From an optimization exercise on the open Yosys and OpenROAD flow, aimed at small area, a short achievable clock period and few clock cycles; shortcuts taken in it are not production practice. Where RTL was checked, it was by simulation tests only, not by an equivalence proof against the original. No activity file was given, so power comes from the tool's default toggle rates.

## the previous run
Design lidar_column_ring_vertical_filter, start of the top module:
module lidar_column_ring_vertical_filter #(
    parameter int ROWS = 64
) (
    input  wire logic                i_clk,
    input  wire logic                i_rst_n,
    input  wire logic                i_in_valid,
    output logic                     o_in_stall,
    input  wire logic                i_func,
    input  wire logic [5:0]          i_row,
    input  wire logic [19:0]         i_gap_mm,
    input  wire logic [17:0]         i_point_id,
    input  wire logic signed [18:0]  i_x_mm,
    input  wire logic signed [18:0]  i_y_mm,
    input  wire logic signed [18:0]  i_z_mm,
    input  wire logic                i_last_in_column,
    input  wire logic                i_cfg_we,
    input  wire logic [15:0]         i_cfg_wdata,
    output logic                     o_out_valid,
    input  wire logic                i_out_stall,
    output logic [17:0]              o_point_id_res,
    output logic                     o_is_vertical,
    output logic                     o_last_of_run
);
export LEC_CHECK = 0
export CAP_MARGIN = 20
export CORE_MARGIN = 2
export CORE_UTILIZATION = 60
export CTS_CLUSTER_DIAMETER = 150
export CTS_CLUSTER_SIZE = 30
export SLEW_MARGIN = 20
create_clock -name core_clock -period 10.0 [get_ports {i_clk}]
standard.sh (not shown) runs the stock make flow with config.mk's settings and CLKGATE_MAP_FILE= SYNTH_SCRIPT=/design/flow/synth_recipe.tcl, a recipe that flattens the netlist after the stock synthesis.
==> flow/flow/run.sh <==
#!/bin/bash
set -euo pipefail
bash standard.sh SETUP_SLACK_MARGIN=6.2 finish > orfs_make.log 2>&1
Testbench counts of the previous run, summed over its fixed seeds: cycles 5,169.
Setup changes, the previous run to the current run
--- a/flow/design.v
+++ b/flow/design.v
@@ -2128,32 +2128,30 @@
     assign tr12 = {q12_root, 2'b01};
     assign dd12 = {1'b0, t12} - 16'(tr12);
     assign ge12 = !dd12[15];
     logic              q13_v, q13_func, q13_last, q13_have;
     logic [5:0]        q13_row;
     logic [17:0]       q13_id;
     logic [18:0]       q13_zg;
     logic [13:0]      q13_rem;
     logic [12:0]    q13_root;
     logic [11:0] q13_rad;
-    always_ff @(posedge i_clk) begin
-        q13_v    <= q12_v && (i_rst_n || !q12_func);
-        q13_func <= q12_func;
-        q13_last <= q12_last;
-        q13_have <= q12_have;
-        q13_row <= q12_row;
-        q13_id <= q12_id;
-        q13_zg <= q12_zg;
-        q13_rem  <= (ge12 ? dd12[13:0] : t12[13:0]);
-        q13_root <= {q12_root, ge12};
-        q13_rad  <= q12_rad[11:0];
-    end
+    assign q13_v = q12_v;
+    assign q13_func = q12_func;
+    assign q13_last = q12_last;
+    assign q13_have = q12_have;
+    assign q13_row = q12_row;
+    assign q13_id = q12_id;
+    assign q13_zg = q12_zg;
+    assign q13_rem  = (ge12 ? dd12[13:0] : t12[13:0]);
+    assign q13_root = {q12_root, ge12};
+    assign q13_rad  = q12_rad[11:0];
     logic [15:0] t13;
     logic [14:0] tr13;
     logic [16:0] dd13;
     logic          ge13;
     assign t13  = {q13_rem, q13_rad[11:10]};
     assign tr13 = {q13_root, 2'b01};
     assign dd13 = {1'b0, t13} - 17'(tr13);
     assign ge13 = !dd13[16];
     logic              q14_v, q14_func, q14_last, q14_have;
     logic [5:0]        q14_row;
@@ -2182,32 +2180,30 @@
     assign tr14 = {q14_root, 2'b01};
     assign dd14 = {1'b0, t14} - 18'(tr14);
     assign ge14 = !dd14[17];
     logic              q15_v, q15_func, q15_last, q15_have;
     logic [5:0]        q15_row;
     logic [17:0]       q15_id;
     logic [18:0]       q15_zg;
     logic [15:0]      q15_rem;
     logic [14:0]    q15_root;
     logic [7:0] q15_rad;
-    always_ff @(posedge i_clk) begin
-        q15_v    <= q14_v && (i_rst_n || !q14_func);
-        q15_func <= q14_func;
-        q15_last <= q14_last;
-        q15_have <= q14_have;
-        q15_row <= q14_row;
-        q15_id <= q14_id;
-        q15_zg <= q14_zg;
-        q15_rem  <= (ge14 ? dd14[15:0] : t14[15:0]);
-        q15_root <= {q14_root, ge14};
-        q15_rad  <= q14_rad[7:0];
-    end
+    assign q15_v = q14_v;
+    assign q15_func = q14_func;
+    assign q15_last = q14_last;
+    assign q15_have = q14_have;
+    assign q15_row = q14_row;
+    assign q15_id = q14_id;
+    assign q15_zg = q14_zg;
+    assign q15_rem  = (ge14 ? dd14[15:0] : t14[15:0]);
+    assign q15_root = {q14_root, ge14};
+    assign q15_rad  = q14_rad[7:0];
     logic [17:0] t15;
     logic [16:0] tr15;
     logic [18:0] dd15;
     logic          ge15;
     assign t15  = {q15_rem, q15_rad[7:6]};
     assign tr15 = {q15_root, 2'b01};
     assign dd15 = {1'b0, t15} - 19'(tr15);
     assign ge15 = !dd15[18];
     logic              q16_v, q16_func, q16_last, q16_have;
     logic [5:0]        q16_row;
@@ -2529,42 +2525,31 @@
     logic        out_v, out_vert, out_last;
     logic [17:0] out_id;
     logic        r_at_start, r_cur_vert;
     logic        w_avail, w_out_free, w_st_load;
     logic [19:0] w_qe;
     logic        w_evert;
     assign w_out_take = out_v && !i_out_stall;
     assign w_out_free = !out_v || !i_out_stall;
     assign w_avail    = (r_rd != r_cp);
     assign w_st_load  = w_avail && (!st_v || w_out_free);
-    logic [63:0] r_rdoh;
-    logic        w_qvb;
-    always_comb begin
-        w_qe  = '0;
-        w_qvb = 1'b0;
-        for (int i = 0; i < 64; i++) begin
-            w_qe  = w_qe | (r_q[i] & {20{r_rdoh[i]}});
-            w_qvb = w_qvb | (r_vb[i] & r_rdoh[i]);
-        end
-    end
-    assign w_evert    = r_at_start ? (!w_qe[1] && w_qvb) : r_cur_vert;
+    assign w_qe       = r_q[r_rd[5:0]];
+    assign w_evert    = r_at_start ? (!w_qe[1] && r_vb[r_rd[5:0]]) : r_cur_vert;
     always_ff @(posedge i_clk) begin
         if (!i_rst_n) begin
             r_rd       <= '0;
-            r_rdoh     <= 64'd1;
             st_v       <= 1'b0;
             out_v      <= 1'b0;
             r_at_start <= 1'b1;
         end else begin
             if (w_st_load) begin
                 r_rd       <= r_rd + 7'd1;
-                r_rdoh     <= {r_rdoh[62:0], r_rdoh[63]};
                 r_at_start <= w_qe[1];
             end
             if (w_st_load) begin
                 st_v <= 1'b1;
             end else if (w_out_free) begin
                 st_v <= 1'b0;
             end
             if (w_out_free) begin
                 out_v <= st_v;
             end
--- outcome ---
Across the previous run and the current run, the outcome is the same: a clean finish for every run.
Diff the previous run -> the current run | combined flip-flop and latch cell area | decrease of about 4%
On clock transition at the registers of the reported paths, the previous run and the current run are neck and neck.
On post-synthesis adder-cell area fraction, the previous run and the current run are neck and neck.
Final critical path time including I/O delays and setup ends up lower on the previous run.
Critical path depth up 5 in the current run wrt the previous run
The current run has cell row count below what the previous run had.
The current run vs the previous run on highest attainable clock frequency: the current run is the lower one.
The current run ended up with a lower count of multi-input combinational gates than the previous run did.
Re worst slack after detailed placement: the previous run was higher than the current run.
Measured against each other, the previous run and the current run differ in area of the multi-input gates, the lower figure coming from the previous run.
Wire length per cell after detailed routing delta for the current run relative to the previous run: 3.6 um lower
The relative contribution of the clock network to total power number comes out lower for the current run vs the previous run.
The RTL of the current run was laid out without a check of its function.

==> afterwards: timing with drivers on the ports <==
The results above use ideal ports. As a check the final layouts listed here were re-extracted and re-timed, cells and wires unchanged. Step 1, drivers: a clkbuf_16 drives i_clk and a buf_2 each remaining input, both assumed. Step 2 times the ports against the registers' clock, not the clock port: input delays grow and output delays shrink by t, the midpoint of the rising clock arrivals with the driver on. Three values: no drivers, after step 1, after step 2; two values: the first two.
run | shift t [ns] | setup slack, ns | worst register clock-pin slew, ns
the previous run | 0.997 | 6.134 / 6.134 / 5.430 | 0.12 / 0.12
the current run | 0.984 | 5.701 / 5.701 / 5.518 | 0.13 / 0.13
After both steps every run listed still meets setup and hold. The setup slack of the previous run, which loses most, moves by 0.000 ns with the drivers and by -0.704 ns with both steps.
